What follows belongs to an exercise in optimizing a design on an open flow for small area and a short achievable clock period; a production flow would make more cautious choices. The RTL was checked by simulation tests, not by an equivalence proof against the original design.

// double_matrix_to_s31_32_converter_unit
module double_matrix_to_s31_32_converter_unit
(
    input  logic              clk,
    input  logic              rst_n,
    input  logic              start,
    output logic              busy,
    input  logic [dmconv_pkg::WORD_W-1:0] elem_r0c0,
    input  logic [dmconv_pkg::WORD_W-1:0] elem_r0c1,
    input  logic [dmconv_pkg::WORD_W-1:0] elem_r0c2,
    input  logic [dmconv_pkg::WORD_W-1:0] elem_r1c0,
    input  logic [dmconv_pkg::WORD_W-1:0] elem_r1c1,
    input  logic [dmconv_pkg::WORD_W-1:0] elem_r1c2,
    input  logic [dmconv_pkg::WORD_W-1:0] elem_r2c0,
    input  logic [dmconv_pkg::WORD_W-1:0] elem_r2c1,
    input  logic [dmconv_pkg::WORD_W-1:0] elem_r2c2,
    output logic              done,
    output logic [dmconv_pkg::WORD_W-1:0] fix_r0c0,
    output logic [dmconv_pkg::WORD_W-1:0] fix_r0c1,
    output logic [dmconv_pkg::WORD_W-1:0] fix_r0c2,
    output logic [dmconv_pkg::WORD_W-1:0] fix_r1c0,
    output logic [dmconv_pkg::WORD_W-1:0] fix_r1c1,
    output logic [dmconv_pkg::WORD_W-1:0] fix_r1c2,
    output logic [dmconv_pkg::WORD_W-1:0] fix_r2c0,
    output logic [dmconv_pkg::WORD_W-1:0] fix_r2c1,
    output logic [dmconv_pkg::WORD_W-1:0] fix_r2c2,
    output logic [dmconv_pkg::LANES-1:0] overflow_mask
);
Size in the first run: ~2,000 flip-flops, about 1,200 I/O pins, roughly 120,000 sq um of cells after synthesis.
clock: 10.0 ns
lec_check: 0
cap_margin: 20
core_margin: 2
core_utilization: 45
place_density: 0.55
setup_slack_margin: 5
slew_margin: 20
standard.sh (not shown) runs the stock make flow with config.mk's settings and CLKGATE_MAP_FILE= SYNTH_SCRIPT=/design/flow/synth_recipe.tcl, a recipe that flattens the netlist after the stock synthesis.
==> flow/flow/run.sh <==
#!/bin/bash
set -u
SETUP_MARGIN=${SETUP_MARGIN:-6.5}
PLATFORM_DONT_USE="sky130_fd_sc_hd__probe_p_8 sky130_fd_sc_hd__probec_p_8 sky130_fd_sc_hd__lpflow_bleeder_1 sky130_fd_sc_hd__lpflow_clkbufkapwr_1 sky130_fd_sc_hd__lpflow_clkbufkapwr_16 sky130_fd_sc_hd__lpflow_clkbufkapwr_2 sky130_fd_sc_hd__lpflow_clkbufkapwr_4 sky130_fd_sc_hd__lpflow_clkbufkapwr_8 sky130_fd_sc_hd__lpflow_clkinvkapwr_1 sky130_fd_sc_hd__lpflow_clkinvkapwr_16 sky130_fd_sc_hd__lpflow_clkinvkapwr_2 sky130_fd_sc_hd__lpflow_clkinvkapwr_4 sky130_fd_sc_hd__lpflow_clkinvkapwr_8 sky130_fd_sc_hd__lpflow_decapkapwr_12 sky130_fd_sc_hd__lpflow_decapkapwr_3 sky130_fd_sc_hd__lpflow_decapkapwr_4 sky130_fd_sc_hd__lpflow_decapkapwr_6 sky130_fd_sc_hd__lpflow_decapkapwr_8 sky130_fd_sc_hd__lpflow_inputiso0n_1 sky130_fd_sc_hd__lpflow_inputiso0p_1 sky130_fd_sc_hd__lpflow_inputiso1n_1 sky130_fd_sc_hd__lpflow_inputiso1p_1 sky130_fd_sc_hd__lpflow_inputisolatch_1 sky130_fd_sc_hd__lpflow_isobufsrc_1 sky130_fd_sc_hd__lpflow_isobufsrc_16 sky130_fd_sc_hd__lpflow_isobufsrc_2 sky130_fd_sc_hd__lpflow_isobufsrc_4 sky130_fd_sc_hd__lpflow_isobufsrc_8 sky130_fd_sc_hd__lpflow_isobufsrckapwr_16 sky130_fd_sc_hd__lpflow_lsbuf_lh_hl_isowell_tap_1 sky130_fd_sc_hd__lpflow_lsbuf_lh_hl_isowell_tap_2 sky130_fd_sc_hd__lpflow_lsbuf_lh_hl_isowell_tap_4 sky130_fd_sc_hd__lpflow_lsbuf_lh_isowell_4 sky130_fd_sc_hd__lpflow_lsbuf_lh_isowell_tap_1 sky130_fd_sc_hd__lpflow_lsbuf_lh_isowell_tap_2 sky130_fd_sc_hd__lpflow_lsbuf_lh_isowell_tap_4"
ADDERS="sky130_fd_sc_hd__fa_1 sky130_fd_sc_hd__fa_2 sky130_fd_sc_hd__fa_4 sky130_fd_sc_hd__fah_1 sky130_fd_sc_hd__fahcin_1 sky130_fd_sc_hd__fahcon_1 sky130_fd_sc_hd__ha_1 sky130_fd_sc_hd__ha_2 sky130_fd_sc_hd__ha_4"
SLOW="sky130_fd_sc_hd__or4_* sky130_fd_sc_hd__or4b_* sky130_fd_sc_hd__or4bb_* sky130_fd_sc_hd__nor4_* sky130_fd_sc_hd__nor4b_* sky130_fd_sc_hd__nor4bb_* sky130_fd_sc_hd__a2111o_* sky130_fd_sc_hd__a2111oi_* sky130_fd_sc_hd__o2111a_* sky130_fd_sc_hd__o2111ai_* sky130_fd_sc_hd__or3_* sky130_fd_sc_hd__or3b_* sky130_fd_sc_hd__and4_* sky130_fd_sc_hd__and4b_* sky130_fd_sc_hd__and4bb_*"
bash standard.sh "DONT_USE_CELLS=$PLATFORM_DONT_USE $ADDERS $SLOW" synth > synth.log 2>&1 || exit 1
bash standard.sh "DONT_USE_CELLS=$PLATFORM_DONT_USE $ADDERS $SLOW" "SETUP_SLACK_MARGIN=$SETUP_MARGIN" \
    "BUFFER_PORTS_ARGS=-buffer_cell sky130_fd_sc_hd__buf_1" finish > layout.log 2>&1 || exit 1
test -f out/final.def
The first run went through all stages and came out clean.
Change:
--- a/flow/design.v
+++ b/flow/design.v
@@ -148,33 +148,31 @@
     end
     assign ot1[4]  = t21[27:0] != '0;
     assign ot1[5]  = t21[55:28] != '0;
     assign ot1[6]  = b21[27:0] != '0;
     assign ot1[7]  = b21[55:28] != '0;
     assign ot1[12] = t22[27:0] != '0;
     assign ot1[13] = t22[55:28] != '0;
     assign ot1[14] = b22[27:0] != '0;
     assign ot1[15] = b22[55:28] != '0;
-    logic [31:0] ar1;
-    assign ar1 = t1[84:53];
     logic [7:0] nz1;
     logic [7:0] le1_1;
     logic [3:0] nzp1;
     logic [3:0] lep1;
     logic [1:0] nzq1;
     logic [1:0] leq1;
     logic       a_nz1;
     logic       a_le1_1;
     for (genvar n = 0; n < 8; n++)
     begin : g_nib
-        assign nz1[n]   = ar1[4*n +: 4] != '0;
-        assign le1_1[n] = !((ar1[4*n] | ar1[4*n+1]) & (ar1[4*n+2] | ar1[4*n+3]))
-                          && !(ar1[4*n] & ar1[4*n+1]) && !(ar1[4*n+2] & ar1[4*n+3]);
+        assign nz1[n]   = a1[4*n +: 4] != '0;
+        assign le1_1[n] = !((a1[4*n] | a1[4*n+1]) & (a1[4*n+2] | a1[4*n+3]))
+                          && !(a1[4*n] & a1[4*n+1]) && !(a1[4*n+2] & a1[4*n+3]);
     end
     for (genvar n = 0; n < 4; n++)
     begin : g_pair
         assign nzp1[n] = nz1[2*n] | nz1[2*n+1];
         assign lep1[n] = le1_1[2*n] & le1_1[2*n+1] & !(nz1[2*n] & nz1[2*n+1]);
     end
     for (genvar n = 0; n < 2; n++)
     begin : g_quad
         assign nzq1[n] = nzp1[2*n] | nzp1[2*n+1];
The new run finished clean.
Routed wire length is lower slightly.
Synthesized area barely changes.
Utilization came out higher by 0.44 points.
Clock-buffer cell count falls by 30.
Via count falls slightly.

[port drivers added, routing unchanged]
The results above use ideal ports. As a check the final layouts listed here were re-extracted and re-timed, cells and wires unchanged. Step 1, drivers: a clkbuf_16 drives clk and a buf_2 each remaining input, both assumed. Step 2 times the ports against the registers' clock, not the clock port: input delays grow and output delays shrink by t, the midpoint of the rising clock arrivals with the driver on. Slacks: ideal / step 1 / step 2; pairs: ideal / step 1.
run | t, ns | setup WS [ns] | slew at the worst register clock pin (ns) | pins driven straight from the clock port
the first run | 0.998 | 6.507 / 6.402 / 5.434 | 0.08 / 0.08 | 1
the second run | 1.016 | 6.507 / 6.413 / 5.717 | 0.08 / 0.08 | 1
After both steps setup and hold are still met in every run listed. For the first run, which loses most, drivers alone change the setup slack by -0.105 ns; drivers and shift together by -1.073 ns.
